Source: an optimization exercise on an open RTL-to-GDS flow (aim: small area, a short achievable clock period and few clock cycles per item). Production flows keep margins and buffers that such runs may drop. In this exercise RTL edits were held to simulation tests only and were not proved equivalent to the original. Power is estimated from default activity; no workload was simulated.

**flow/design.v**
```verilog
`timescale 1ns / 1ps
module bnc_ram (
  input  logic        clk_i,
  input  logic [15:0] sel_hi_i,
  input  logic [15:0] sel_lo_i,
  input  logic        we_i,
  input  logic        wpix_i,
  output logic        up_o,
  output logic        mid_o
);
  localparam int NG = 256;
  localparam int G  = 4;
  logic [NG-1:0] head_up, head_mid;
  logic [15:0]   t_up, t_mid;
  for (genvar g = 0; g < NG; g++) begin : g_ring
    logic [G-1:0] up_q, mid_q;
    logic         wr;
    assign wr = sel_hi_i[g/16] && sel_lo_i[g%16] && we_i;
    always_ff @(posedge clk_i) begin
      up_q  <= {wr ? mid_q[0] : up_q[0], up_q[G-1:1]};
      mid_q <= {wr ? wpix_i : mid_q[0], mid_q[G-1:1]};
    end
    assign head_up[g]  = up_q[0];
    assign head_mid[g] = mid_q[0];
  end
  for (genvar h = 0; h < 16; h++) begin : g_rd
    assign t_up[h]  = |(head_up[h*16 +: 16] & sel_lo_i);
    assign t_mid[h] = |(head_mid[h*16 +: 16] & sel_lo_i);
  end
  assign up_o  = |(t_up & sel_hi_i);
  assign mid_o = |(t_mid & sel_hi_i);
endmodule
`timescale 1ns / 1ps
module binary_neighborhood_count_3x3 (
  input  logic        clk_i,
  input  logic        rst_ni,
  input  logic        in_valid_i,
  output logic        in_stall_o,
  input  logic        pixel_i,
  output logic        out_valid_o,
  input  logic        out_stall_i,
  output logic [3:0]  count_o,
  output logic [9:0]  row_o,
  output logic [9:0]  column_o,
  output logic        run_end_o,
  output logic        image_end_o,
  input  logic        cfg_valid_i,
  output logic        cfg_ready_o,
  input  logic [1:0]  cfg_index_i,
  input  logic [10:0] cfg_data_i
);
  localparam int RES_UP_PREV   = 0;   
  localparam int RES_UP_CUR    = 1;   
  localparam int RES_LAST_PREV = 2;   
  localparam int RES_LAST_CUR  = 3;   
  function automatic logic [9:0] inc10(input logic [9:0] x);
    for (int i = 0; i < 10; i++) begin
      inc10[i] = x[i] ^ (&(x | ~((10'd1 << i) - 10'd1)));
    end
  endfunction
  function automatic logic [9:0] dec10(input logic [9:0] x);
    for (int i = 0; i < 10; i++) begin
      dec10[i] = x[i] ^ ~(|(x & ((10'd1 << i) - 10'd1)));
    end
  endfunction
  function automatic logic gt10(input logic [9:0] a, input logic [9:0] b);
    logic e;
    gt10 = 1'b0;
    e    = 1'b1;
    for (int i = 9; i >= 0; i--) begin
      gt10 = gt10 | (e & a[i] & ~b[i]);
      e    = e & ~(a[i] ^ b[i]);
    end
  endfunction
  function automatic logic [1:0] s3(input logic [2:0] v);
    s3 = {1'b0, v[2]} + {1'b0, v[1]} + {1'b0, v[0]};
  endfunction
  function automatic logic [1:0] s2(input logic [2:0] v);
    s2 = {1'b0, v[2]} + {1'b0, v[1]};
  endfunction
  function automatic logic [15:0] onehot16(input logic [3:0] v);
    onehot16 = 16'd0;
    onehot16[v] = 1'b1;
  endfunction
  logic [9:0] w_last_q, h_last_q, cfg_last;
  assign cfg_ready_o = 1'b1;
  always_comb begin
    if (cfg_data_i[10]) begin
      cfg_last = 10'd1023;
    end else if (cfg_data_i[9:0] == 10'd0) begin
      cfg_last = 10'd0;
    end else begin
      cfg_last = dec10(cfg_data_i[9:0]);
    end
  end
  always_ff @(posedge clk_i or negedge rst_ni) begin
    if (!rst_ni) begin
      w_last_q <= 10'd1023;
      h_last_q <= 10'd1023;
    end else if (cfg_valid_i) begin
      if (cfg_index_i == 2'd0) begin
        w_last_q <= cfg_last;
      end
      if (cfg_index_i == 2'd1) begin
        h_last_q <= cfg_last;
      end
    end
  end
  logic [9:0] col_q, row_q, c_q, r_q;
  logic       re_q, lr_q;
  logic [15:0] ghi_q, glo_q;
  logic       dirty1_q, dirty2_q;
  logic       cgt_q, cge_q, rgt_q, rge_q;
  logic       in_stall_q, accept;
  logic       c0, r_ge1, r_ge2;
  logic [9:0] c_adv, r_adv, c_n, r_n;
  logic       re_adv, lr_adv, re_n, lr_n;
  logic [9:0] c_idl, r_idl;
  logic       re_idl, lr_idl;
  assign accept = in_valid_i && !in_stall_q;
  assign c0     = (c_q == 10'd0);
  assign r_ge1  = (r_q != 10'd0);
  assign r_ge2  = (r_q[9:1] != 9'd0);
  always_comb begin
    c_adv  = re_q ? 10'd0 : inc10(c_q);
    r_adv  = re_q ? (lr_q ? 10'd0 : inc10(r_q)) : r_q;
    re_adv = (c_adv == w_last_q);
    lr_adv = re_q ? (r_adv == h_last_q) : lr_q;
    if (dirty2_q) begin
      c_idl  = cgt_q ? w_last_q : col_q;
      r_idl  = rgt_q ? h_last_q : row_q;
      re_idl = cge_q;
      lr_idl = rge_q;
    end else begin
      c_idl  = c_q;
      r_idl  = r_q;
      re_idl = re_q;
      lr_idl = lr_q;
    end
    c_n  = accept ? c_adv  : c_idl;
    r_n  = accept ? r_adv  : r_idl;
    re_n = accept ? re_adv : re_idl;
    lr_n = accept ? lr_adv : lr_idl;
  end
  always_ff @(posedge clk_i or negedge rst_ni) begin
    if (!rst_ni) begin
      col_q    <= '0;
      row_q    <= '0;
      c_q      <= '0;
      r_q      <= '0;
      re_q     <= 1'b0;
      lr_q     <= 1'b0;
      ghi_q    <= 16'd1;
      glo_q    <= 16'd1;
      dirty1_q <= 1'b0;
      dirty2_q <= 1'b0;
    end else begin
      if (accept) begin
        col_q <= c_adv;
        row_q <= r_adv;
      end
      c_q      <= c_n;
      r_q      <= r_n;
      re_q     <= re_n;
      lr_q     <= lr_n;
      ghi_q    <= onehot16(c_n[9:6]);
      glo_q    <= onehot16(c_n[5:2]);
      dirty1_q <= cfg_valid_i;
      dirty2_q <= dirty1_q;
    end
  end
  always_ff @(posedge clk_i) begin
    cgt_q <= gt10(col_q, w_last_q);
    cge_q <= !gt10(w_last_q, col_q);
    rgt_q <= gt10(row_q, h_last_q);
    rge_q <= !gt10(h_last_q, row_q);
  end
  logic [1:0] phase_q;
  logic       ok_a, ok_i;
  logic       rd_up, rd_mid;
  always_ff @(posedge clk_i or negedge rst_ni) begin
    if (!rst_ni) begin
      phase_q <= 2'd0;
    end else begin
      phase_q <= phase_q + 2'd1;
    end
  end
  assign ok_a = !re_q || (c_q[1:0] == 2'd3);
  assign ok_i = (phase_q + 2'd1 == c_q[1:0]);    
  bnc_ram u_line_ram (
    .clk_i    (clk_i),
    .sel_hi_i (ghi_q),
    .sel_lo_i (glo_q),
    .we_i     (accept),
    .wpix_i   (pixel_i),
    .up_o     (rd_up),
    .mid_o    (rd_mid)
  );
  logic [5:0] live_q;
  logic [2:0] col_new;
  logic [2:0] old1, old0;
  logic [3:0] pend_new;
  logic       load;
  always_comb begin
    col_new = {pixel_i, rd_mid && r_ge1, rd_up && r_ge2};
    old1    = c0 ? 3'b0 : live_q[5:3];
    old0    = c0 ? 3'b0 : live_q[2:0];
    pend_new                = '0;
    pend_new[RES_UP_PREV]   = r_ge1 && !c0;
    pend_new[RES_UP_CUR]    = r_ge1 && re_q;
    pend_new[RES_LAST_PREV] = lr_q && !c0;
    pend_new[RES_LAST_CUR]  = lr_q && re_q;
  end
  assign load = accept && (pend_new != 4'd0);
  always_ff @(posedge clk_i) begin
    if (accept) begin
      live_q <= {col_new, old1};
    end
  end
  logic [3:0] pend_q, pick, pend_after;
  logic [2:0] bn_q, ba3_q, ba2_q;
  logic [1:0] bb3_q, bb2_q;
  logic [9:0] br_q, bc_q;
  logic       bimg_q;
  logic       emit, sv_q, bfree_now;
  logic [2:0] base;
  logic [1:0] addend;
  logic [3:0] res_count;
  logic [9:0] res_row, res_col;
  logic       res_run_end, res_img_end;
  logic [2:0] new_a3, new_a2;
  logic [1:0] new_b3, new_b2;
  logic [1:0] qv_q;
  logic       seq_q;
  logic [3:0] qp_q  [2];
  logic [2:0] qn_q  [2];
  logic [2:0] qa3_q [2];
  logic [2:0] qa2_q [2];
  logic [1:0] qb3_q [2];
  logic [1:0] qb2_q [2];
  logic       qimg_q[2];
  logic       pop, push_b, push0, push1;
  assign emit      = (pend_q != 4'd0) && !sv_q;
  assign bfree_now = (pend_q == 4'd0) || (((pend_q & (pend_q - 4'd1)) == 4'd0) && emit);
  always_comb begin
    new_b3 = s3(old1);
    new_a3 = {1'b0, s3(old1)} + {1'b0, s3(old0)};
    new_b2 = s2(old1);
    new_a2 = {1'b0, s2(old1)} + {1'b0, s2(old0)};
  end
  always_comb begin
    pick = '0;
    if (pend_q[RES_UP_PREV]) begin
      pick[RES_UP_PREV] = 1'b1;
    end else if (pend_q[RES_UP_CUR]) begin
      pick[RES_UP_CUR] = 1'b1;
    end else if (pend_q[RES_LAST_PREV]) begin
      pick[RES_LAST_PREV] = 1'b1;
    end else begin
      pick[RES_LAST_CUR] = 1'b1;
    end
    pend_after = pend_q & ~pick;
    base = ({3{pick[RES_UP_PREV]}}   & ba3_q)
         | ({3{pick[RES_UP_CUR]}}    & {1'b0, bb3_q})
         | ({3{pick[RES_LAST_PREV]}} & ba2_q)
         | ({3{pick[RES_LAST_CUR]}}  & {1'b0, bb2_q});
    addend      = (pick[RES_UP_PREV] || pick[RES_UP_CUR]) ? s3(bn_q) : s2(bn_q);
    res_count   = {1'b0, base} + {2'b00, addend};
    res_row     = (pick[RES_UP_PREV] || pick[RES_UP_CUR]) ? dec10(br_q) : br_q;
    res_col     = (pick[RES_UP_PREV] || pick[RES_LAST_PREV]) ? dec10(bc_q) : bc_q;
    res_run_end = (pend_after == 4'd0);
    res_img_end = res_run_end && bimg_q;
  end
  always_comb begin
    pop    = bfree_now && qv_q[0];
    push_b = bfree_now && !qv_q[0] && load;
    push0  = load && !push_b && (pop ? !qv_q[1] : !qv_q[0]);
    push1  = load && !push_b && !push0;
  end
  always_ff @(posedge clk_i or negedge rst_ni) begin
    if (!rst_ni) begin
      pend_q <= '0;
      qv_q   <= '0;
      seq_q  <= 1'b0;
    end else begin
      if (pop) begin
        pend_q <= qp_q[0];
      end else if (push_b) begin
        pend_q <= pend_new;
      end else if (emit) begin
        pend_q <= pend_after;
      end
      qv_q[0] <= (pop ? qv_q[1] : qv_q[0]) || push0;
      qv_q[1] <= (pop ? 1'b0 : qv_q[1]) || push1;
      if (cfg_valid_i) begin
        seq_q <= 1'b0;
      end else if (accept) begin
        seq_q <= load && !re_q;
      end
    end
  end
  always_ff @(posedge clk_i) begin
    if (pop) begin
      bn_q   <= qn_q[0];
      bb3_q  <= qb3_q[0];
      ba3_q  <= qa3_q[0];
      bb2_q  <= qb2_q[0];
      ba2_q  <= qa2_q[0];
      bc_q   <= inc10(bc_q);
      bimg_q <= qimg_q[0];
    end else if (push_b) begin
      bn_q   <= col_new;
      bb3_q  <= new_b3;
      ba3_q  <= new_a3;
      bb2_q  <= new_b2;
      ba2_q  <= new_a2;
      br_q   <= r_q;
      bc_q   <= c_q;
      bimg_q <= lr_q && re_q;
    end
    if (push0) begin
      qp_q[0]   <= pend_new;
      qn_q[0]   <= col_new;
      qb3_q[0]  <= new_b3;
      qa3_q[0]  <= new_a3;
      qb2_q[0]  <= new_b2;
      qa2_q[0]  <= new_a2;
      qimg_q[0] <= lr_q && re_q;
    end else if (pop) begin
      qp_q[0]   <= qp_q[1];
      qn_q[0]   <= qn_q[1];
      qb3_q[0]  <= qb3_q[1];
      qa3_q[0]  <= qa3_q[1];
      qb2_q[0]  <= qb2_q[1];
      qa2_q[0]  <= qa2_q[1];
      qimg_q[0] <= qimg_q[1];
    end
    if (push1) begin
      qp_q[1]   <= pend_new;
      qn_q[1]   <= col_new;
      qb3_q[1]  <= new_b3;
      qa3_q[1]  <= new_a3;
      qb2_q[1]  <= new_b2;
      qa2_q[1]  <= new_a2;
      qimg_q[1] <= lr_q && re_q;
    end
  end
  logic        ov_q, head_load;
  logic [3:0]  oc_q, sc_q;
  logic [9:0]  orow_q, ocol_q, srow_q, scol_q;
  logic        orun_q, oimg_q, srun_q, simg_q;
  assign head_load = !ov_q || !out_stall_i;
  always_ff @(posedge clk_i or negedge rst_ni) begin
    if (!rst_ni) begin
      ov_q <= 1'b0;
      sv_q <= 1'b0;
    end else begin
      if (head_load) begin
        ov_q <= sv_q || emit;
      end
      sv_q <= !head_load && (sv_q || emit);
    end
  end
  always_ff @(posedge clk_i) begin
    if (head_load) begin
      if (sv_q) begin
        oc_q   <= sc_q;
        orow_q <= srow_q;
        ocol_q <= scol_q;
        orun_q <= srun_q;
        oimg_q <= simg_q;
      end else begin
        oc_q   <= res_count;
        orow_q <= res_row;
        ocol_q <= res_col;
        orun_q <= res_run_end;
        oimg_q <= res_img_end;
      end
    end
    if (!sv_q && !head_load) begin
      sc_q   <= res_count;
      srow_q <= res_row;
      scol_q <= res_col;
      srun_q <= res_run_end;
      simg_q <= res_img_end;
    end
  end
  function automatic logic space(input logic [3:0] p, input logic s,
                                 input logic [1:0] v, input logic sq);
    logic bf;
    bf    = (p == 4'd0) || (((p & (p - 4'd1)) == 4'd0) && !s);
    space = bf ? (!v[0] || sq) : (!v[1] && sq);
  endfunction
  function automatic logic hasres(input logic [9:0] r, input logic lr,
                                  input logic [9:0] c, input logic re);
    hasres = ((r != 10'd0) || lr) && ((c != 10'd0) || re);
  endfunction
  logic [3:0] pend_a, pend_i;
  logic [1:0] qv_a, qv_i;
  logic       seq_a, hr_a, hr_i;
  logic       st_a1, st_a0, st_i1, st_i0, stall_n;
  always_comb begin
    if (bfree_now && qv_q[0]) begin
      pend_i = qp_q[0];
      qv_i   = {1'b0, qv_q[1]};
      pend_a = qp_q[0];
      qv_a   = (pend_new != 4'd0) ? {qv_q[1], 1'b1} : {1'b0, qv_q[1]};
    end else if (bfree_now) begin
      pend_i = emit ? pend_after : pend_q;
      qv_i   = 2'b00;
      pend_a = (pend_new != 4'd0) ? pend_new : pend_i;
      qv_a   = 2'b00;
    end else begin
      pend_i = emit ? pend_after : pend_q;
      qv_i   = qv_q;
      pend_a = pend_i;
      qv_a   = (pend_new != 4'd0) ? {qv_q[0], 1'b1} : qv_q;
    end
    seq_a  = (pend_new != 4'd0) && !re_q;
    hr_a   = (re_q ? (!lr_q || h_last_q == 10'd0) : (r_ge1 || lr_q))
          && (!re_q || w_last_q == 10'd0);
    hr_i   = hasres(r_q, lr_q, c_q, re_q);    
    st_a1  = !ok_a || (hr_a && !space(pend_a, 1'b0, qv_a, seq_a));
    st_a0  = !ok_a || (hr_a && !space(pend_a, sv_q || emit, qv_a, seq_a));
    st_i1  = !ok_i || (hr_i && !space(pend_i, 1'b0, qv_i, seq_q));
    st_i0  = !ok_i || (hr_i && !space(pend_i, sv_q || emit, qv_i, seq_q));
    if (accept) begin
      stall_n = head_load ? st_a1 : st_a0;
    end else begin
      stall_n = head_load ? st_i1 : st_i0;
    end
  end
  always_ff @(posedge clk_i or negedge rst_ni) begin
    if (!rst_ni) begin
      in_stall_q <= 1'b0;
    end else begin
      in_stall_q <= cfg_valid_i || dirty1_q || dirty2_q || stall_n;
    end
  end
  assign in_stall_o  = in_stall_q;
  assign out_valid_o = ov_q;
  assign count_o     = oc_q;
  assign row_o       = orow_q;
  assign column_o    = ocol_q;
  assign run_end_o   = orun_q;
  assign image_end_o = oimg_q;
endmodule
```
**flow/run.sh**
```bash
#!/bin/bash
# synth_recipe.tcl (not shown) runs the flow's synth.tcl, then flattens the netlist and writes it again
# the make line also repeats each setting of config.mk as NAME=value (left out here)
make -C /OpenROAD-flow-scripts/flow DESIGN_CONFIG=/design/flow/config.mk WORK_HOME=/design/flow/orfs CLKGATE_MAP_FILE= SYNTH_SCRIPT=/design/flow/synth_recipe.tcl finish
```
**flow/config.mk**
```make
export PLATFORM = sky130hd
export DESIGN_NAME = binary_neighborhood_count_3x3
export DESIGN_NICKNAME = binary_neighborhood_count_3x3
export VERILOG_FILES = /design/flow/design.v
export SDC_FILE = /design/flow/constraint.sdc
export NUM_CORES = 4
export LEC_CHECK = 0
export CAP_MARGIN = 20
export CORE_MARGIN = 2
export CORE_UTILIZATION = 60
export CTS_CLUSTER_DIAMETER = 100
export CTS_CLUSTER_SIZE = 30
export PLACE_DENSITY = 0.7
export SETUP_SLACK_MARGIN = 4.5
export SLEW_MARGIN = 20
export TNS_END_PERCENT = 10
```
**flow/constraint.sdc**
```tcl
create_clock -name core_clock -period 7.0 [get_ports {clk_i}]
set_input_delay 1.4000 -clock core_clock [delete_from_list [all_inputs] [get_ports {clk_i}]]
set_output_delay 1.4000 -clock core_clock [all_outputs]
set_load 0.01 [all_outputs]
```
==> impl_metrics.csv, run 1 <==
group,metric,value,unit
critical_path,cp_cell_sequence,"buf_12 > a22o_4 > a221oi_4 > nand4_1 > a22oi_2 > nand4_1 > o21a_2 > mux2_2",
clock_tree,root_buffer,"clkbuf_16",
floorplan,die_height,329.1,µm
layout,syn2layout_area_growth,9.661,%
timing,final-setup-viol-count,0,
grt,grt.total_usage,24.59,%
power_and_ir_drop,p_leak,27.70,nW
place,numPortBuffers,46,
clock_tree,clk_transition_reported_paths,0.11,ns
layout,instances_no_fill,5916,
drt,route.detailed.drc,0,
power_and_ir_drop,pwr_density_cell,326.2,nW/µm²
timing,max_freq,327.8,MHz
yosys,synth-main-ff-cell,"dfxtp_1",
grt,overflow,0,
yosys,syn-num-nets,4505,
drt,avgViaCountPerCell,5.504,
clock_tree,cts_max_path_buffers,3,
drt,dr_total_vias,32560,
layout,drive_gt1_share,22.30,%
timing,tightest_slew,1.094,ns
floorplan,die_area,108300,µm²
timing,rsz0062_at_grt,"yes",
timing,post-route-min-period,3.051,ns
grt,grt_pass1_vias,31710,
critical_path,critPathArrivalTime,3.52,ns
floorplan,core-area,105100,µm²
floorplan,std_cell_rows,119,
yosys,ys_seq_area_share,75.04,%
clock_tree,cts_made_buffers,86,
timing,drv_slew,0,
yosys,synth-async-reset-ratio,4.724,%
yosys,syn_inst,4441,
critical_path,end_kind,"flip-flop",
power_and_ir_drop,power,22.69,mW
timing,timing.slew.headroom,27.07,%
place,place.gp.congestion,0.8099,
yosys,synth_edf_count,126,
job,cap_violations,0,
yosys,synth_warnings,9,
clock_tree,cts.sinks,2286,
clock_tree,htree_levels,3,
floorplan,initial_core_util,60.33,%
drt,wirelength,134400,µm
critical_path,critPathKind,"reg2reg",
clock_tree,cts_tree,"built",
critical_path,crit_fanout,6,
critical_path,cp_top_family,"compound AO/OA/AOI/OAI gates",
critical_path,start_kind,"flip-flop",
floorplan,io_pins,48,
yosys,netlist_area,63420,µm²
hold_path,hold_path_class,"reg2reg",
drt,drtAntennaViolNets,0,
yosys,ys_types,94,
yosys,synth-seq-cells,2286,
timing,finalCritPeriodShare,43.58,%
floorplan,dieWidth,329.1,µm
place,place_inst,5710,
status,outcome,"no timing/DRC/antenna violations",
critical_path,max_stage_delay,0.58,ns
critical_path,cp.required,7.47,ns
layout,fin_nets,4569,
grt,grt_max_degree,151,
timing,setup_tns,0,ns
timing,fin_skew,0.03294,ns
grt,grt_first_pass_wirelength,199700,µm
place,dpl.hpwl,77970,µm
critical_path,crit_path_top_delay_cell,"dfrtp_4",
grt,antenna_found_initial,2,
timing,hold_viol_final,0,
yosys,syn_area_per_cell,14.28,µm²
clock_tree,postCtsHoldBufs,0,
drt,drt_pre_antenna_iters,8,
critical_path,crit_buf_inv,1,
power_and_ir_drop,irDropWorstVdd,0.2629,mV
drt,post_drt_wl_per_cell,22.72,µm
drt,first_iter_violations,2408,
critical_path,crit_path_frequent_cell,"nand4_1",
clock_tree,clock_latency,0.71,ns
## cells in the mapped netlist, drive strengths merged, types with 14 or more instances
| cell | count | share of area [%] |
|---|---|---|
| a22o | 131 | 1.8 |
| a22oi | 21 | 0.26 |
| dfrtp | 86 | 3.4 |
| mux2 | 552 | 9.8 |
| nor2 | 85 | 0.50 |
| nor3 | 24 | 0.20 |
| a221oi | 137 | 1.9 |
| xor2 | 22 | 0.30 |
| dfstp | 22 | 0.91 |
| mux2i | 21 | 0.33 |
| nand2 | 405 | 2.4 |
| a21oi | 72 | 0.57 |
| buf | 52 | 0.40 |
| inv | 73 | 0.43 |
| o211ai | 14 | 0.17 |
| nor2b | 19 | 0.19 |
| xnor2 | 32 | 0.45 |
| ha | 39 | 0.77 |
| edfxtp | 126 | 6.0 |
| o21ai | 63 | 0.51 |
| and2 | 25 | 0.25 |
| nand4 | 40 | 0.39 |
| clkbuf | 161 | 0.95 |
| nor4 | 15 | 0.21 |
| dfxtp | 2052 | 65 |
## placed cells by master (no fill, tap or decap), drive strengths merged, types with 22 or more instances in the layout
| master | n |
|---|---|
| buf | 137 |
| nor3 | 24 |
| dlygate4sd2 | 28 |
| inv | 76 |
| xnor2 | 32 |
| a21oi | 72 |
| dfxtp | 2052 |
| xor2 | 22 |
| nand2 | 405 |
| dfstp | 22 |
| nor2 | 85 |
| mux2 | 552 |
| a22o | 131 |
| ha | 39 |
| edfxtp | 126 |
| dfrtp | 86 |
| o21ai | 63 |
| clkbuf | 104 |
| a221oi | 137 |
| nand4 | 40 |
| and2 | 25 |
## flip-flops by register name, summed over array words and instances, names as in the netlist, 6 cells and up
| register | cells |
|---|---|
| qp_q | 6 |
| bc_q | 10 |
| col_q | 10 |
| r_q | 10 |
| orow_q | 10 |
| scol_q | 10 |
| qn_q | 6 |
| row_q | 10 |
| br_q | 10 |
| c_q | 10 |
| h_last_q | 10 |
| ocol_q | 10 |
| ghi_q | 16 |
| u_line_ram.g_ring.mid_q | 1024 |
| srow_q | 10 |
| qa2_q | 6 |
| glo_q | 16 |
| w_last_q | 10 |
| u_line_ram.g_ring.up_q | 1024 |
| live_q | 6 |
| qa3_q | 6 |
## layout make-up
class,count,area (µm²)
Timing Repair inverter,1,8.758
Timing Repair Buffer,187,1923
Inverter,73,294.0
Fill cell,7621,35570
Tap cell,1391,1740
Clock inverter,6,77.57
Multi-Input combinational cell,1870,15610
Antenna cell,1,2.502
Sequential cell,2286,47660
Clock buffer,101,2240
## routing by layer
metal	vias to the layer above	routed length, µm	GRT usage, %
met5	-	12	0
met4	2	3578	6.522
met3	168	5691	3.095
met2	655	61820	39.22
met1	16360	63290	35.73
li1	15370	-	-
## where the power goes
part / switching (mW) / total [mW] / internal [mW] / leakage [nW]
logic: 1.80 / 2.80 / 1.00 / 7.59
clock network: 3.70 / 6.01 / 2.31 / 1.13
registers: 0.457 / 13.9 / 13.4 / 19.0
total: 5.95 / 22.7 / 16.7 / 27.7
## kinds of logic after synthesis
| family | count (synthesis) | share of synthesized area [%] |
|---|---|---|
| DFF | 2286 | 75.04 |
| and+or+nand+nor | 680 | 4.942 |
| muxes | 573 | 10.13 |
| AOI/OAI and AO/OA | 503 | 6.171 |
| buffers and inverters | 286 | 1.785 |
| adders and majority gates | 58 | 1.164 |
| xor gates and xnor gates | 54 | 0.7576 |
| other | 1 | 0.005913 |
## through the flow
step                area [µm²]  hold slack, ns  utilization [%]  worst slack (ns)
floorplan                63610          0.3096                -             3.971
global placement         65280          0.3095            62.10             2.065
detailed placement       65300          0.3121            62.12             2.357
CTS                      68860          0.3126            65.51             4.075
global route             69550          0.3234            66.16             3.954
finish                   69550          0.3143            66.16             3.949
## path summary, 6_finish.rpt
path                                                        startpoint                                endpoint  slack, ns  cells after the start
worst max-delay path                                glo_q[3]$_DFF_PN0_                       bn_q[1]$_DFFE_PP_       3.95                      8
worst max register to register                      glo_q[3]$_DFF_PN0_                       bn_q[1]$_DFFE_PP_       3.95                      8
worst min-delay path            u_line_ram.g_ring[205].up_q[1]$_DFF_P_  u_line_ram.g_ring[205].up_q[0]$_DFF_P_       0.31                      0
worst min register to register  u_line_ram.g_ring[205].up_q[1]$_DFF_P_  u_line_ram.g_ring[205].up_q[0]$_DFF_P_       0.31                      0
min in group asynchronous                                       rst_ni                      r_q[7]$_DFFE_PN0P_       0.76                      1
max in group asynchronous                                       rst_ni                     pend_q[0]$_DFF_PN0_       5.05                      2
## timing repair
action                     CTS  global route
setup buffers               65            27
cloned                       5             1
pin swaps                   40            42
setup endpoints to repair  725           304
gates resized for setup    170            92
Testbench counts, summed over its fixed seeds: cycles 272,429, items 253,450.
==> inputs of run 2 (changes only) <==
--- a/flow/design.v
+++ b/flow/design.v
@@ -112,15 +112,13 @@
   logic       dirty1_q, dirty2_q;
   logic       cgt_q, cge_q, rgt_q, rge_q;
   logic       in_stall_q, accept;
-  logic       c0, r_ge1, r_ge2;
+  logic       c0, r_ge1, r_ge2;            
+  logic       c0_n, r_ge1_n, r_ge2_n;
   logic [9:0] c_adv, r_adv, c_n, r_n;
   logic       re_adv, lr_adv, re_n, lr_n;
   logic [9:0] c_idl, r_idl;
   logic       re_idl, lr_idl;
   assign accept = in_valid_i && !in_stall_q;
-  assign c0     = (c_q == 10'd0);
-  assign r_ge1  = (r_q != 10'd0);
-  assign r_ge2  = (r_q[9:1] != 9'd0);
   always_comb begin
     c_adv  = re_q ? 10'd0 : inc10(c_q);
     r_adv  = re_q ? (lr_q ? 10'd0 : inc10(r_q)) : r_q;
@@ -137,6 +135,19 @@
       re_idl = re_q;
       lr_idl = lr_q;
     end
+    if (accept) begin
+      c0_n    = re_q;
+      r_ge1_n = re_q ? !lr_q : r_ge1;
+      r_ge2_n = re_q ? (!lr_q && r_ge1) : r_ge2;
+    end else if (dirty2_q) begin
+      c0_n    = (c_idl == 10'd0);
+      r_ge1_n = (r_idl != 10'd0);
+      r_ge2_n = (r_idl[9:1] != 9'd0);
+    end else begin
+      c0_n    = c0;
+      r_ge1_n = r_ge1;
+      r_ge2_n = r_ge2;
+    end
     c_n  = accept ? c_adv  : c_idl;
     r_n  = accept ? r_adv  : r_idl;
     re_n = accept ? re_adv : re_idl;
@@ -151,6 +162,9 @@
       re_q     <= 1'b0;
       lr_q     <= 1'b0;
       ghi_q    <= 16'd1;
+      c0       <= 1'b1;
+      r_ge1    <= 1'b0;
+      r_ge2    <= 1'b0;
       glo_q    <= 16'd1;
       dirty1_q <= 1'b0;
       dirty2_q <= 1'b0;
@@ -164,6 +178,9 @@
       re_q     <= re_n;
       lr_q     <= lr_n;
       ghi_q    <= onehot16(c_n[9:6]);
+      c0       <= c0_n;
+      r_ge1    <= r_ge1_n;
+      r_ge2    <= r_ge2_n;
       glo_q    <= onehot16(c_n[5:2]);
       dirty1_q <= cfg_valid_i;
       dirty2_q <= dirty1_q;
@@ -218,10 +235,10 @@
     end
   end
   logic [3:0] pend_q, pick, pend_after;
-  logic [2:0] bn_q, ba3_q, ba2_q;
+  logic [2:0] bnd_q, bnq_q, bn, ba3_q, ba2_q;
   logic [1:0] bb3_q, bb2_q;
   logic [9:0] br_q, bc_q;
-  logic       bimg_q;
+  logic       bimg_q, bsel_q;
   logic       emit, sv_q, bfree_now;
   logic [2:0] base;
   logic [1:0] addend;
@@ -230,18 +247,19 @@
   logic       res_run_end, res_img_end;
   logic [2:0] new_a3, new_a2;
   logic [1:0] new_b3, new_b2;
-  logic [1:0] qv_q;
-  logic       seq_q;
-  logic [3:0] qp_q  [2];
-  logic [2:0] qn_q  [2];
-  logic [2:0] qa3_q [2];
-  logic [2:0] qa2_q [2];
-  logic [1:0] qb3_q [2];
-  logic [1:0] qb2_q [2];
-  logic       qimg_q[2];
-  logic       pop, push_b, push0, push1;
+  logic [1:0] ev_q;
+  logic       rp_q, wp_q, seq_q;
+  logic [3:0] ep_q  [2];
+  logic [2:0] en_q  [2];
+  logic [2:0] ea3_q [2];
+  logic [2:0] ea2_q [2];
+  logic [1:0] eb3_q [2];
+  logic [1:0] eb2_q [2];
+  logic       eimg_q[2];
+  logic       qne, pop, push_b, pushq;
   assign emit      = (pend_q != 4'd0) && !sv_q;
   assign bfree_now = (pend_q == 4'd0) || (((pend_q & (pend_q - 4'd1)) == 4'd0) && emit);
+  assign bn        = bsel_q ? bnq_q : bnd_q;
   always_comb begin
     new_b3 = s3(old1);
     new_a3 = {1'b0, s3(old1)} + {1'b0, s3(old0)};
@@ -264,7 +282,7 @@
          | ({3{pick[RES_UP_CUR]}}    & {1'b0, bb3_q})
          | ({3{pick[RES_LAST_PREV]}} & ba2_q)
          | ({3{pick[RES_LAST_CUR]}}  & {1'b0, bb2_q});
-    addend      = (pick[RES_UP_PREV] || pick[RES_UP_CUR]) ? s3(bn_q) : s2(bn_q);
+    addend      = (pick[RES_UP_PREV] || pick[RES_UP_CUR]) ? s3(bn) : s2(bn);
     res_count   = {1'b0, base} + {2'b00, addend};
     res_row     = (pick[RES_UP_PREV] || pick[RES_UP_CUR]) ? dec10(br_q) : br_q;
     res_col     = (pick[RES_UP_PREV] || pick[RES_LAST_PREV]) ? dec10(bc_q) : bc_q;
@@ -272,26 +290,37 @@
     res_img_end = res_run_end && bimg_q;
   end
   always_comb begin
-    pop    = bfree_now && qv_q[0];
-    push_b = bfree_now && !qv_q[0] && load;
-    push0  = load && !push_b && (pop ? !qv_q[1] : !qv_q[0]);
-    push1  = load && !push_b && !push0;
+    qne    = ev_q[rp_q];
+    pop    = bfree_now && qne;
+    push_b = bfree_now && !qne && load;
+    pushq  = load && !push_b;
   end
   always_ff @(posedge clk_i or negedge rst_ni) begin
     if (!rst_ni) begin
       pend_q <= '0;
-      qv_q   <= '0;
+      ev_q   <= '0;
+      rp_q   <= 1'b0;
+      wp_q   <= 1'b0;
       seq_q  <= 1'b0;
+      bsel_q <= 1'b0;
     end else begin
       if (pop) begin
-        pend_q <= qp_q[0];
+        pend_q <= ep_q[rp_q];
+        bsel_q <= 1'b1;
       end else if (push_b) begin
         pend_q <= pend_new;
+        bsel_q <= 1'b0;
       end else if (emit) begin
         pend_q <= pend_after;
       end
-      qv_q[0] <= (pop ? qv_q[1] : qv_q[0]) || push0;
-      qv_q[1] <= (pop ? 1'b0 : qv_q[1]) || push1;
+      if (pop) begin
+        ev_q[rp_q] <= 1'b0;
+        rp_q       <= !rp_q;
+      end
+      if (pushq) begin
+        ev_q[wp_q] <= 1'b1;
+        wp_q       <= !wp_q;
+      end
       if (cfg_valid_i) begin
         seq_q <= 1'b0;
       end else if (accept) begin
@@ -301,15 +330,14 @@
   end
   always_ff @(posedge clk_i) begin
     if (pop) begin
-      bn_q   <= qn_q[0];
-      bb3_q  <= qb3_q[0];
-      ba3_q  <= qa3_q[0];
-      bb2_q  <= qb2_q[0];
-      ba2_q  <= qa2_q[0];
+      bnq_q  <= en_q[rp_q];
+      bb3_q  <= eb3_q[rp_q];
+      ba3_q  <= ea3_q[rp_q];
+      bb2_q  <= eb2_q[rp_q];
+      ba2_q  <= ea2_q[rp_q];
       bc_q   <= inc10(bc_q);
-      bimg_q <= qimg_q[0];
+      bimg_q <= eimg_q[rp_q];
     end else if (push_b) begin
-      bn_q   <= col_new;
       bb3_q  <= new_b3;
       ba3_q  <= new_a3;
       bb2_q  <= new_b2;
@@ -318,31 +346,19 @@
       bc_q   <= c_q;
       bimg_q <= lr_q && re_q;
     end
-    if (push0) begin
-      qp_q[0]   <= pend_new;
-      qn_q[0]   <= col_new;
-      qb3_q[0]  <= new_b3;
-      qa3_q[0]  <= new_a3;
-      qb2_q[0]  <= new_b2;
-      qa2_q[0]  <= new_a2;
-      qimg_q[0] <= lr_q && re_q;
-    end else if (pop) begin
-      qp_q[0]   <= qp_q[1];
-      qn_q[0]   <= qn_q[1];
-      qb3_q[0]  <= qb3_q[1];
-      qa3_q[0]  <= qa3_q[1];
-      qb2_q[0]  <= qb2_q[1];
-      qa2_q[0]  <= qa2_q[1];
-      qimg_q[0] <= qimg_q[1];
-    end
-    if (push1) begin
-      qp_q[1]   <= pend_new;
-      qn_q[1]   <= col_new;
-      qb3_q[1]  <= new_b3;
-      qa3_q[1]  <= new_a3;
-      qb2_q[1]  <= new_b2;
-      qa2_q[1]  <= new_a2;
-      qimg_q[1] <= lr_q && re_q;
+    if (push_b) begin
+      bnd_q <= col_new;
+    end
+    for (int i = 0; i < 2; i++) begin
+      if (pushq && ((i == 0) ? !wp_q : wp_q)) begin
+        ep_q[i]   <= pend_new;
+        en_q[i]   <= col_new;
+        eb3_q[i]  <= new_b3;
+        ea3_q[i]  <= new_a3;
+        eb2_q[i]  <= new_b2;
+        ea2_q[i]  <= new_a2;
+        eimg_q[i] <= lr_q && re_q;
+      end
     end
   end
   logic        ov_q, head_load;
@@ -396,15 +412,16 @@
     hasres = ((r != 10'd0) || lr) && ((c != 10'd0) || re);
   endfunction
   logic [3:0] pend_a, pend_i;
-  logic [1:0] qv_a, qv_i;
+  logic [1:0] qv_a, qv_i, qocc;
   logic       seq_a, hr_a, hr_i;
   logic       st_a1, st_a0, st_i1, st_i0, stall_n;
   always_comb begin
-    if (bfree_now && qv_q[0]) begin
-      pend_i = qp_q[0];
-      qv_i   = {1'b0, qv_q[1]};
-      pend_a = qp_q[0];
-      qv_a   = (pend_new != 4'd0) ? {qv_q[1], 1'b1} : {1'b0, qv_q[1]};
+    qocc = {ev_q[0] && ev_q[1], ev_q[0] || ev_q[1]};
+    if (bfree_now && qne) begin
+      pend_i = ep_q[rp_q];
+      qv_i   = {1'b0, qocc[1]};
+      pend_a = ep_q[rp_q];
+      qv_a   = (pend_new != 4'd0) ? {qocc[1], 1'b1} : {1'b0, qocc[1]};
     end else if (bfree_now) begin
       pend_i = emit ? pend_after : pend_q;
       qv_i   = 2'b00;
@@ -412,9 +429,9 @@
       qv_a   = 2'b00;
     end else begin
       pend_i = emit ? pend_after : pend_q;
-      qv_i   = qv_q;
+      qv_i   = qocc;
       pend_a = pend_i;
-      qv_a   = (pend_new != 4'd0) ? {qv_q[0], 1'b1} : qv_q;
+      qv_a   = (pend_new != 4'd0) ? {qocc[0], 1'b1} : qocc;
     end
     seq_a  = (pend_new != 4'd0) && !re_q;
     hr_a   = (re_q ? (!lr_q || h_last_q == 10'd0) : (r_ge1 || lr_q))
==> run 2 against run 1 <==
Against the previous run: still clean on timing, DRC and antenna; total power rose by 0.41%; first-iteration DRC count decreased by 5.6%; sequential power about the same; clock power is essentially flat; worst setup slack gained 0.23 ns; via count is 0.10% lower; utilization shrank 0.35 points; register-to-register slack improved by 0.23 ns; sequential share of layout area rose by 0.61 points; final cell count rose by 0.71%; maximum frequency rose by 8.3%; synthesized cell count up 1.4%; critical path type unchanged; critical endpoint is now bnd_q[0]$_DFFE_PP_; largest cell class unchanged.
==> impl_metrics.csv, run 2 <==
group,metric,value,unit
yosys,yosysTopAreaCellShare,64.52,%
floorplan,die_height,329.8,µm
critical_path,cp.required,7.40,ns
place,place_inst,5768,
yosys,ys_top_cells_by_count,"dfxtp_1, mux2_2, nand2_1",
layout,num-fill-cells,7532,
layout,diodes,0,
timing,setup_tns,0,ns
yosys,synth_warnings,9,
layout,layout_common_cells,"dfxtp_1, mux2_2, nand2_1, a22oi_1, edfxtp_1",
clock_tree,cts.sinks,2295,
critical_path,critPathArrivalTime,3.22,ns
grt,antenna_found_initial,3,
job,cap_violations,0,
place,numPortBuffers,46,
yosys,syn-num-nets,4569,
drt,route.detailed.drc,0,
yosys,synth_edf_count,129,
drt,drt_pre_antenna_iters,5,
yosys,synth-async-reset-ratio,4.967,%
yosys,syn_area_per_cell,14.13,µm²
clock_tree,cts_tree,"built",
clock_tree,root_buffer,"clkbuf_16",
clock_tree,cts_max_path_buffers,3,
grt,grt_pass1_vias,31720,
yosys,ys_types,80,
place,place.gp.congestion,0.8332,
yosys,syn_inst,4505,
critical_path,crit_fanout,28,
timing,max_freq,355.1,MHz
yosys,synth-main-ff-cell,"dfxtp_1",
layout,drive_gt1_share,20.85,%
clock_tree,postCtsHoldBufs,0,
layout,instances_no_fill,5958,
clock_tree,clk_transition_reported_paths,0.11,ns
grt,grt.total_usage,24.42,%
yosys,synth_largest_area_cell,"dfxtp_1",
timing,finalCritPeriodShare,40.23,%
drt,first_iter_violations,2272,
power_and_ir_drop,pwr_density_cell,328.9,nW/µm²
yosys,synth-seq-cells,2295,
layout,fin_util,65.81,%
power_and_ir_drop,p_leak,27.62,nW
hold_path,hold_path_depth,0,
timing,timing.slew.headroom,25.20,%
floorplan,die_area,108700,µm²
power_and_ir_drop,power,22.78,mW
timing,hold_viol_final,0,
grt,grt_first_pass_wirelength,198200,µm
drt,wirelength,133700,µm
critical_path,end_kind,"flip-flop",
layout,reg_top3,"u_line_ram.g_ring.mid_q x1024, u_line_ram.g_ring.up_q x1024",
grt,overflow,0,
floorplan,io_pins,48,
critical_path,reg2reg_depth,7,
timing,rsz0062_at_grt,"yes",
drt,dr_total_vias,32530,
floorplan,initial_core_util,60.48,%
clock_tree,clock_latency,0.72,ns
floorplan,std_cell_rows,119,
timing,drv_slew,0,
layout,final_common_cell,"dfxtp_1",
yosys,synth_area_leaders,"dfxtp_1, mux2_2, edfxtp_1",
critical_path,start_kind,"flip-flop",
yosys,synth_most_common_cell,"dfxtp_1",
critical_path,critPathKind,"reg2reg",
drt,post_drt_wl_per_cell,22.43,µm
place,dpl.hpwl,78970,µm
floorplan,core-area,105300,µm²
hold_path,hold_path_class,"reg2reg",
yosys,ys_seq_area_share,75.13,%
timing,post-route-min-period,2.816,ns
grt,grt_max_degree,180,
status,outcome,"no timing/DRC/antenna violations",
drt,avgViaCountPerCell,5.459,
timing,tightest_slew,1.122,ns
drt,drtAntennaViolNets,0,
clock_tree,cts_made_buffers,86,
timing,final-setup-viol-count,0,
layout,fin_nets,4608,
timing,fin_skew,0.03248,ns
layout,syn2layout_area_growth,8.808,%
yosys,netlist_area,63670,µm²
power_and_ir_drop,irDropWorstVdd,0.2329,mV
floorplan,dieWidth,329.8,µm
clock_tree,htree_levels,3,
## run 2: cell count changes after synthesis, moves of 10 or more
cell      before  now
a22oi_1       20  181
a221oi_1     135   40
a22o_1       131   41
nand3_1        9   56
o21ai_0       59  105
nand2_1      404  371
mux2i_1       21   39
clkbuf_1     161  173
nor2_1        85   73
buf_4          4   14
## run 2: cell type report
type / count / area, µm² / area share (%)
flip-flops and latches: 2295 / 47890 / 69.13
clock buffers: 104 / 2241 / 3.235
repair buffers: 167 / 1668 / 2.408
clock inverters: 7 / 110.1 / 0.1589
multi-input cells: 1920 / 15330 / 22.14
inverters: 73 / 286.5 / 0.4136
repair inverters: 1 / 6.256 / 0.009031
well taps: 1391 / 1740 / 2.512
## run 2: worst paths after layout
check                                                      from                                    to  slack, ns
setup / recovery                            glo_q[14]$_DFF_PN0_                    bnd_q[0]$_DFFE_PP_       4.18
max in group asynchronous                                rst_ni                   pend_q[0]$_DFF_PN0_       4.96
setup reg to reg                            glo_q[14]$_DFF_PN0_                    bnd_q[0]$_DFFE_PP_       4.18
min in group asynchronous                                rst_ni                      c_q[2]$_DFF_PN0_       0.70
hold reg to reg            u_line_ram.g_ring[3].up_q[1]$_DFF_P_  u_line_ram.g_ring[3].up_q[0]$_DFF_P_       0.32
hold / removal             u_line_ram.g_ring[3].up_q[1]$_DFF_P_  u_line_ram.g_ring[3].up_q[0]$_DFF_P_       0.32
## run 2: stage by stage
stage	hold WS (ns)	setup WS [ns]	area, µm²
2_1_floorplan	0.3096	3.858	63790
3_3_place_gp	0.3095	2.457	65440
3_5_place_dp	0.3121	2.387	65440
4_1_cts	0.3169	4.199	69000
5_1_grt	0.3255	4.136	69280
6_report	0.3205	4.184	69280
## run 2: where the power goes
group          internal, mW  switching, mW  total [mW]
clock                  2.32           3.72        6.04
sequential             13.5          0.535        14.0
combinational         0.960           1.74        2.70
## run 2: layer usage
layer | share of wire, % | GRT usage, % | routed length [µm]
met5 | 0 | 0 | 0
met2 | 47 | 39.92 | 62920
met1 | 46 | 34.25 | 61400
met3 | 4.2 | 3.057 | 5659
met4 | 2.8 | 7.421 | 3676
## run 2: what timing repair did
action,in CTS,in global routing
gates cloned,5,2
pin swaps,36,21
gates resized for setup,222,61
endpoints found under the setup margin,753,377
buffers inserted,58,14
## run 2: cells by family (layout without fill, tap and decap cells)
kind of cell | Yosys count | after routing | synth area share (%)
AOI/OAI and AO/OA | 519 | 519 | 5.615
buffers and inverters | 292 | 352 | 1.849
adders and majority gates | 66 | 66 | 1.293
and+or+nand+nor | 690 | 692 | 5.021
xor gates and xnor gates | 52 | 52 | 0.7153
DFF | 2295 | 2295 | 75.13
other | 1 | 1 | 0.005890
muxes | 590 | 590 | 10.37
## run 2: worst max-delay path: stages, from the launching register on
cell	delay, ns
dfrtp_2	0.52
buf_8	0.24
a22o_1	0.25
a221oi_1	0.21
nand3_1	0.11
o21ai_1	0.40
nand4_1	0.15
o41a_1	0.60
Testbench counts of run 2, summed over its fixed seeds: cycles 272,429, items 253,450.
==> inputs of run 3 (changes only) <==
--- a/flow/design.v
+++ b/flow/design.v
@@ -2,20 +2,20 @@
 module bnc_ram (
   input  logic        clk_i,
   input  logic [15:0] sel_hi_i,
-  input  logic [15:0] sel_lo_i,
+  input  logic [7:0]  sel_lo_i,
   input  logic        we_i,
   input  logic        wpix_i,
   output logic        up_o,
   output logic        mid_o
 );
-  localparam int NG = 256;
-  localparam int G  = 4;
+  localparam int NG = 128;
+  localparam int G  = 8;
   logic [NG-1:0] head_up, head_mid;
   logic [15:0]   t_up, t_mid;
   for (genvar g = 0; g < NG; g++) begin : g_ring
     logic [G-1:0] up_q, mid_q;
     logic         wr;
-    assign wr = sel_hi_i[g/16] && sel_lo_i[g%16] && we_i;
+    assign wr = sel_hi_i[g/8] && sel_lo_i[g%8] && we_i;
     always_ff @(posedge clk_i) begin
       up_q  <= {wr ? mid_q[0] : up_q[0], up_q[G-1:1]};
       mid_q <= {wr ? wpix_i : mid_q[0], mid_q[G-1:1]};
@@ -24,8 +24,8 @@
     assign head_mid[g] = mid_q[0];
   end
   for (genvar h = 0; h < 16; h++) begin : g_rd
-    assign t_up[h]  = |(head_up[h*16 +: 16] & sel_lo_i);
-    assign t_mid[h] = |(head_mid[h*16 +: 16] & sel_lo_i);
+    assign t_up[h]  = |(head_up[h*8 +: 8] & sel_lo_i);
+    assign t_mid[h] = |(head_mid[h*8 +: 8] & sel_lo_i);
   end
   assign up_o  = |(t_up & sel_hi_i);
   assign mid_o = |(t_mid & sel_hi_i);
@@ -78,6 +78,10 @@
   function automatic logic [1:0] s2(input logic [2:0] v);
     s2 = {1'b0, v[2]} + {1'b0, v[1]};
   endfunction
+  function automatic logic [7:0] onehot8(input logic [2:0] v);
+    onehot8 = 8'd0;
+    onehot8[v] = 1'b1;
+  endfunction
   function automatic logic [15:0] onehot16(input logic [3:0] v);
     onehot16 = 16'd0;
     onehot16[v] = 1'b1;
@@ -108,7 +112,8 @@
   end
   logic [9:0] col_q, row_q, c_q, r_q;
   logic       re_q, lr_q;
-  logic [15:0] ghi_q, glo_q;
+  logic [15:0] ghi_q;
+  logic [7:0]  glo_q;
   logic       dirty1_q, dirty2_q;
   logic       cgt_q, cge_q, rgt_q, rge_q;
   logic       in_stall_q, accept;
@@ -165,7 +170,7 @@
       c0       <= 1'b1;
       r_ge1    <= 1'b0;
       r_ge2    <= 1'b0;
-      glo_q    <= 16'd1;
+      glo_q    <= 8'd1;
       dirty1_q <= 1'b0;
       dirty2_q <= 1'b0;
     end else begin
@@ -181,7 +186,7 @@
       c0       <= c0_n;
       r_ge1    <= r_ge1_n;
       r_ge2    <= r_ge2_n;
-      glo_q    <= onehot16(c_n[5:2]);
+      glo_q    <= onehot8(c_n[5:3]);
       dirty1_q <= cfg_valid_i;
       dirty2_q <= dirty1_q;
     end
@@ -192,18 +197,18 @@
     rgt_q <= gt10(row_q, h_last_q);
     rge_q <= !gt10(h_last_q, row_q);
   end
-  logic [1:0] phase_q;
+  logic [2:0] phase_q;
   logic       ok_a, ok_i;
   logic       rd_up, rd_mid;
   always_ff @(posedge clk_i or negedge rst_ni) begin
     if (!rst_ni) begin
-      phase_q <= 2'd0;
+      phase_q <= 3'd0;
     end else begin
-      phase_q <= phase_q + 2'd1;
+      phase_q <= phase_q + 3'd1;
     end
   end
-  assign ok_a = !re_q || (c_q[1:0] == 2'd3);
-  assign ok_i = (phase_q + 2'd1 == c_q[1:0]);    
+  assign ok_a = !re_q || (c_q[2:0] == 3'd7);
+  assign ok_i = (phase_q + 3'd1 == c_q[2:0]);    
   bnc_ram u_line_ram (
     .clk_i    (clk_i),
     .sel_hi_i (ghi_q),
@@ -247,15 +252,17 @@
   logic       res_run_end, res_img_end;
   logic [2:0] new_a3, new_a2;
   logic [1:0] new_b3, new_b2;
-  logic [1:0] ev_q;
-  logic       rp_q, wp_q, seq_q;
-  logic [3:0] ep_q  [2];
-  logic [2:0] en_q  [2];
-  logic [2:0] ea3_q [2];
-  logic [2:0] ea2_q [2];
-  logic [1:0] eb3_q [2];
-  logic [1:0] eb2_q [2];
-  logic       eimg_q[2];
+  localparam int QD = 4;
+  logic [1:0] rp_q, wp_q;
+  logic [2:0] qn_q;
+  logic       seq_q;
+  logic [3:0] ep_q  [QD];
+  logic [2:0] en_q  [QD];
+  logic [2:0] ea3_q [QD];
+  logic [2:0] ea2_q [QD];
+  logic [1:0] eb3_q [QD];
+  logic [1:0] eb2_q [QD];
+  logic       eimg_q[QD];
   logic       qne, pop, push_b, pushq;
   assign emit      = (pend_q != 4'd0) && !sv_q;
   assign bfree_now = (pend_q == 4'd0) || (((pend_q & (pend_q - 4'd1)) == 4'd0) && emit);
@@ -290,7 +297,7 @@
     res_img_end = res_run_end && bimg_q;
   end
   always_comb begin
-    qne    = ev_q[rp_q];
+    qne    = (qn_q != 3'd0);
     pop    = bfree_now && qne;
     push_b = bfree_now && !qne && load;
     pushq  = load && !push_b;
@@ -298,9 +305,9 @@
   always_ff @(posedge clk_i or negedge rst_ni) begin
     if (!rst_ni) begin
       pend_q <= '0;
-      ev_q   <= '0;
-      rp_q   <= 1'b0;
-      wp_q   <= 1'b0;
+      qn_q   <= '0;
+      rp_q   <= '0;
+      wp_q   <= '0;
       seq_q  <= 1'b0;
       bsel_q <= 1'b0;
     end else begin
@@ -314,12 +321,15 @@
         pend_q <= pend_after;
       end
       if (pop) begin
-        ev_q[rp_q] <= 1'b0;
-        rp_q       <= !rp_q;
+        rp_q <= rp_q + 2'd1;
       end
       if (pushq) begin
-        ev_q[wp_q] <= 1'b1;
-        wp_q       <= !wp_q;
+        wp_q <= wp_q + 2'd1;
+      end
+      if (pop && !pushq) begin
+        qn_q <= qn_q - 3'd1;
+      end else if (pushq && !pop) begin
+        qn_q <= qn_q + 3'd1;
       end
       if (cfg_valid_i) begin
         seq_q <= 1'b0;
@@ -349,8 +359,8 @@
     if (push_b) begin
       bnd_q <= col_new;
     end
-    for (int i = 0; i < 2; i++) begin
-      if (pushq && ((i == 0) ? !wp_q : wp_q)) begin
+    for (int i = 0; i < QD; i++) begin
+      if (pushq && (wp_q == i)) begin
         ep_q[i]   <= pend_new;
         en_q[i]   <= col_new;
         eb3_q[i]  <= new_b3;
@@ -402,36 +412,35 @@
     end
   end
   function automatic logic space(input logic [3:0] p, input logic s,
-                                 input logic [1:0] v, input logic sq);
+                                 input logic [2:0] n, input logic sq);
     logic bf;
     bf    = (p == 4'd0) || (((p & (p - 4'd1)) == 4'd0) && !s);
-    space = bf ? (!v[0] || sq) : (!v[1] && sq);
+    space = bf ? ((n == 3'd0) || sq) : ((n != 3'd4) && sq);
   endfunction
   function automatic logic hasres(input logic [9:0] r, input logic lr,
                                   input logic [9:0] c, input logic re);
     hasres = ((r != 10'd0) || lr) && ((c != 10'd0) || re);
   endfunction
   logic [3:0] pend_a, pend_i;
-  logic [1:0] qv_a, qv_i, qocc;
+  logic [2:0] qv_a, qv_i;
   logic       seq_a, hr_a, hr_i;
   logic       st_a1, st_a0, st_i1, st_i0, stall_n;
   always_comb begin
-    qocc = {ev_q[0] && ev_q[1], ev_q[0] || ev_q[1]};
     if (bfree_now && qne) begin
       pend_i = ep_q[rp_q];
-      qv_i   = {1'b0, qocc[1]};
+      qv_i   = qn_q - 3'd1;
       pend_a = ep_q[rp_q];
-      qv_a   = (pend_new != 4'd0) ? {qocc[1], 1'b1} : {1'b0, qocc[1]};
+      qv_a   = (pend_new != 4'd0) ? qn_q : qn_q - 3'd1;
     end else if (bfree_now) begin
       pend_i = emit ? pend_after : pend_q;
-      qv_i   = 2'b00;
+      qv_i   = 3'd0;
       pend_a = (pend_new != 4'd0) ? pend_new : pend_i;
-      qv_a   = 2'b00;
+      qv_a   = 3'd0;
     end else begin
       pend_i = emit ? pend_after : pend_q;
-      qv_i   = qocc;
+      qv_i   = qn_q;
       pend_a = pend_i;
-      qv_a   = (pend_new != 4'd0) ? {qocc[0], 1'b1} : qocc;
+      qv_a   = (pend_new != 4'd0) ? qn_q + 3'd1 : qn_q;
     end
     seq_a  = (pend_new != 4'd0) && !re_q;
     hr_a   = (re_q ? (!lr_q || h_last_q == 10'd0) : (r_ge1 || lr_q))
==> run 3 against run 2 <==
Against the previous run: first-iteration DRC count shrank 22%; area after synthesis is 5.9% lower; routed wire length shrank 25%; worst setup slack improved by 0.12 ns; critical path depth grew 2; utilization is 0.093 points lower; final area is 6.4% lower; flip-flop and latch count increased by 30; global-route usage fell by 4.7 points; total power grew 2.2%; critical endpoint is now oc_q[2]$_DFFE_PN_; largest power group unchanged.
==> impl_metrics.csv, run 3 <==
group,metric,value,unit
timing,drv_slew,0,
critical_path,cp_top_family,"adder cells",
clock_tree,cts_made_buffers,87,
floorplan,initial_core_util,60.70,%
timing,fin_skew,0.02494,ns
clock_tree,clk_transition_reported_paths,0.11,ns
clock_tree,cts_tree,"built",
power_and_ir_drop,power,23.29,mW
layout,diodes,0,
yosys,synth_largest_area_cell,"dfxtp_1",
yosys,syn_area_per_cell,15.16,µm²
power_and_ir_drop,clock_power_share,25.8,%
yosys,synth-async-reset-ratio,4.731,%
layout,drive_gt1_share,15.58,%
grt,grt_max_degree,58,
layout,multi_input_area,10900,µm²
yosys,synth_most_common_cell,"dfxtp_1",
yosys,ys_types,79,
timing,finalCritPeriodShare,38.48,%
critical_path,crit_fanout,4,
yosys,synth_area_leaders,"dfxtp_1, edfxtp_1, mux2_2",
drt,post_drt_wl_per_cell,19.00,µm
layout,syn2layout_area_growth,8.268,%
timing,final-setup-viol-count,0,
yosys,netlist_area,59910,µm²
yosys,synth-seq-cells,2325,
timing,tightest_slew,0.7999,ns
critical_path,crit_path_top_delay_cell,"fa_1",
power_and_ir_drop,p_int,17.37,mW
layout,final_common_cell,"dfxtp_1",
drt,route.detailed.drc,0,
power_and_ir_drop,power_frac_seq,61.6,%
power_and_ir_drop,swShare,25.41,%
timing,hold_viol_final,0,
drt,drt_pre_antenna_iters,8,
clock_tree,cts.sinks,2325,
critical_path,crit_path_frequent_cell,"nand2_1",
clock_tree,root_buffer,"clkbuf_16",
floorplan,die_area,102400,µm²
timing,max_freq,371.2,MHz
clock_tree,postCtsHoldBufs,0,
grt,grt_pass1_vias,26810,
layout,reg_top3,"u_line_ram.g_ring.mid_q x1024, u_line_ram.g_ring.up_q x1024, ghi_q x16",
drt,wirelength,100900,µm
grt,antenna_found_initial,1,
clock_tree,clock_latency,0.69,ns
clock_tree,htree_levels,3,
critical_path,start_kind,"flip-flop",
drt,drtAntennaViolNets,0,
layout,layout_common_cells,"dfxtp_1, mux2_2, nand2_1, edfxtp_1, a22oi_1",
critical_path,cp.depth,9,
power_and_ir_drop,irDropWorstVdd,0.2397,mV
critical_path,cp_cell_sequence,"mux2_4 > fa_1 > nand2_1 > nand2_1 > ha_2 > inv_1 > fa_2 > xor2_1 > mux2_2",
power_and_ir_drop,pwr-share-comb,12.7,%
power_and_ir_drop,switchingPower,5.920,mW
layout,register_area,48780,µm²
floorplan,die_height,320.0,µm
grt,overflow,0,
yosys,synth_edf_count,163,
critical_path,critPathArrivalTime,3.15,ns
drt,avgViaCountPerCell,5.119,
critical_path,crit_buf_inv,1,
floorplan,core-area,98710,µm²
yosys,yosysTopAreaCellShare,68.57,%
place,dpl.hpwl,59380,µm
status,outcome,"no timing/DRC/antenna violations",
drt,dr_total_vias,27190,
yosys,synth-main-ff-cell,"dfxtp_1",
job,cap_violations,0,
floorplan,std_cell_rows,115,
critical_path,cp.required,7.45,ns
clock_tree,cts_max_path_buffers,3,
critical_path,end_kind,"flip-flop",
layout,fin_nets,4083,
yosys,ys_top_cells_by_count,"dfxtp_1, mux2_2, nand2_1",
hold_path,hold_path_depth,0,
floorplan,io_pins,48,
grt,grt.total_usage,19.69,%
yosys,ys_seq_area_share,81.38,%
place,numPortBuffers,46,
critical_path,max_stage_delay,0.53,ns
grt,grt_first_pass_wirelength,154500,µm
place,place.gp.congestion,0.8139,
timing,setup_tns,0,ns
yosys,synth_warnings,9,
critical_path,critPathKind,"reg2reg",
timing,timing.slew.headroom,46.67,%
drt,first_iter_violations,1779,
floorplan,dieWidth,320.0,µm
timing,post-route-min-period,2.694,ns
layout,num-fill-cells,6883,
power_and_ir_drop,pwr_density_cell,359.1,nW/µm²
hold_path,hold_path_class,"reg2reg",
timing,rsz0062_at_grt,"yes",
power_and_ir_drop,p_leak,25.64,nW
yosys,syn-num-nets,4030,
critical_path,reg2reg_depth,9,
yosys,syn_inst,3951,
layout,fin_util,65.72,%
run 3: cell types whose count changed after synthesis, sizes merged, moves of 15 or more:
cell / previous run / this run
o21ai: 107 / 87
a22oi: 181 / 150
a221oi: 40 / 1
nand3: 57 / 16
nor2: 74 / 102
mux2: 550 / 289
ha: 39 / 54
edfxtp: 129 / 163
nand2: 371 / 257
a22o: 41 / 6
buf: 46 / 21
a222oi: 0 / 17
clkbuf: 173 / 121
run 3: final timing paths:
path | start | to | slack (ns)
hold reg to reg | u_line_ram.g_ring[86].mid_q[3]$_DFF_P_ | u_line_ram.g_ring[86].mid_q[2]$_DFF_P_ | 0.32
setup reg to reg | bsel_q$_DFFE_PN0P_ | oc_q[2]$_DFFE_PN_ | 4.31
setup / recovery | bsel_q$_DFFE_PN0P_ | oc_q[2]$_DFFE_PN_ | 4.31
max in group asynchronous | rst_ni | glo_q[6]$_DFF_PN0_ | 5.01
hold / removal | u_line_ram.g_ring[86].mid_q[3]$_DFF_P_ | u_line_ram.g_ring[86].mid_q[2]$_DFF_P_ | 0.32
min in group asynchronous | rst_ni | r_q[2]$_DFF_PN0_ | 0.77
run 3: stage by stage:
stage	worst slack (ns)	cell area, µm²	hold slack, ns	cells
floorplan	4.066	60120	0.3096	3951
global placement	2.532	61740	0.3096	5160
detailed placement	2.496	61740	0.3121	5160
CTS	4.299	64440	0.3201	5290
global route	4.190	64870	0.3151	5312
finish	4.306	64870	0.3180	5312
run 3: area by class of cell:
cell class                      count  area share [%]
Sequential cell                  2325           75.20
Multi-Input combinational cell   1408           16.80
Clock buffer                      102           3.476
Tap cell                         1287           2.482
Timing Repair Buffer              103           1.350
Inverter                           78          0.5092
Clock inverter                      8          0.1659
Timing Repair inverter              1         0.01350
run 3: repair_timing:
item,in CTS,in global routing
cloned,3,1
pin swaps,15,35
buffers inserted,17,21
setup endpoints to repair,537,282
gates resized for setup,188,69
run 3: worst reg2reg max path, delay by kind of cell (launching register included):
kind	cells	cell delay, ns
and+or+nand+nor	2	0.12
DFF	1	0.46
xor gates and xnor gates	1	0.18
muxes	2	0.61
adders and majority gates	3	1.04
buffers and inverters	1	0.05
run 3: logic make-up (layout without fill, tap and decap cells):
logic type,after synthesis,count (layout),share of synthesized area [%]
XOR/XNOR,60,60,0.8771
other,1,1,0.006259
adder cells (fa/ha/maj),76,76,1.600
AO/OA/AOI/OAI,407,407,4.530
AND/OR/NAND/NOR,545,547,4.290
flip-flops,2325,2325,81.38
buffers and inverters,220,292,1.414
multiplexers,317,317,5.906
run 3: per-layer routing:
| layer | wire length [µm] | GRT usage, % | vias to the layer above | share of wire (%) |
|---|---|---|---|---|
| li1 | - | - | 13330 | - |
| met2 | 45420 | 31.28 | 469 | 45 |
| met1 | 48850 | 28.14 | 13210 | 48 |
| met5 | 0 | 0 | - | 0 |
| met4 | 3153 | 6.823 | 0 | 3.1 |
| met3 | 3485 | 2.527 | 186 | 3.5 |
run 3: power by group through the flow:
stage / clock network [mW] / registers (mW) / logic [mW]
finish: 6.00 / 14.3 / 2.95
global route: 6.62 / 14.4 / 3.24
CTS: 6.15 / 14.3 / 2.82
detailed placement: 0 / 14.6 / 2.71
global placement: 0 / 14.6 / 2.68
floorplan: 0 / 14.4 / 2.02
Testbench counts of run 3, summed over its fixed seeds: cycles 274,351, items 253,450.

## static timing again, ports no longer ideal
In the flow no input, the clock included, has a driving cell. The finished layouts below were timed again as built, in two steps.
Step 1 sets driving cells, clkbuf_16 on the clock port and buf_2 on the other inputs (assumed; they add their load-dependent delay and slew).
Step 2 also shifts input and output timing later by t, the mid clock arrival at the registers, as if the neighbouring blocks saw the same clock.
Slacks: no drivers / after step 1 / after step 2; pairs: no drivers / after step 1.
| run | shift t [ns] | setup WS [ns] | clock arrival spread, ns |
|---|---|---|---|
| run 1 | 0.760 | 3.949 / 3.949 / 3.547 | 0.039 / 0.039 |
| run 2 | 0.779 | 4.184 / 4.175 / 3.648 | 0.033 / 0.034 |
| run 3 | 0.744 | 4.306 / 4.285 / 3.648 | 0.032 / 0.032 |
After both steps setup and hold are still met in every run listed. The setup slack of run 3, which loses most, moves by -0.021 ns with the drivers and by -0.658 ns with both steps.
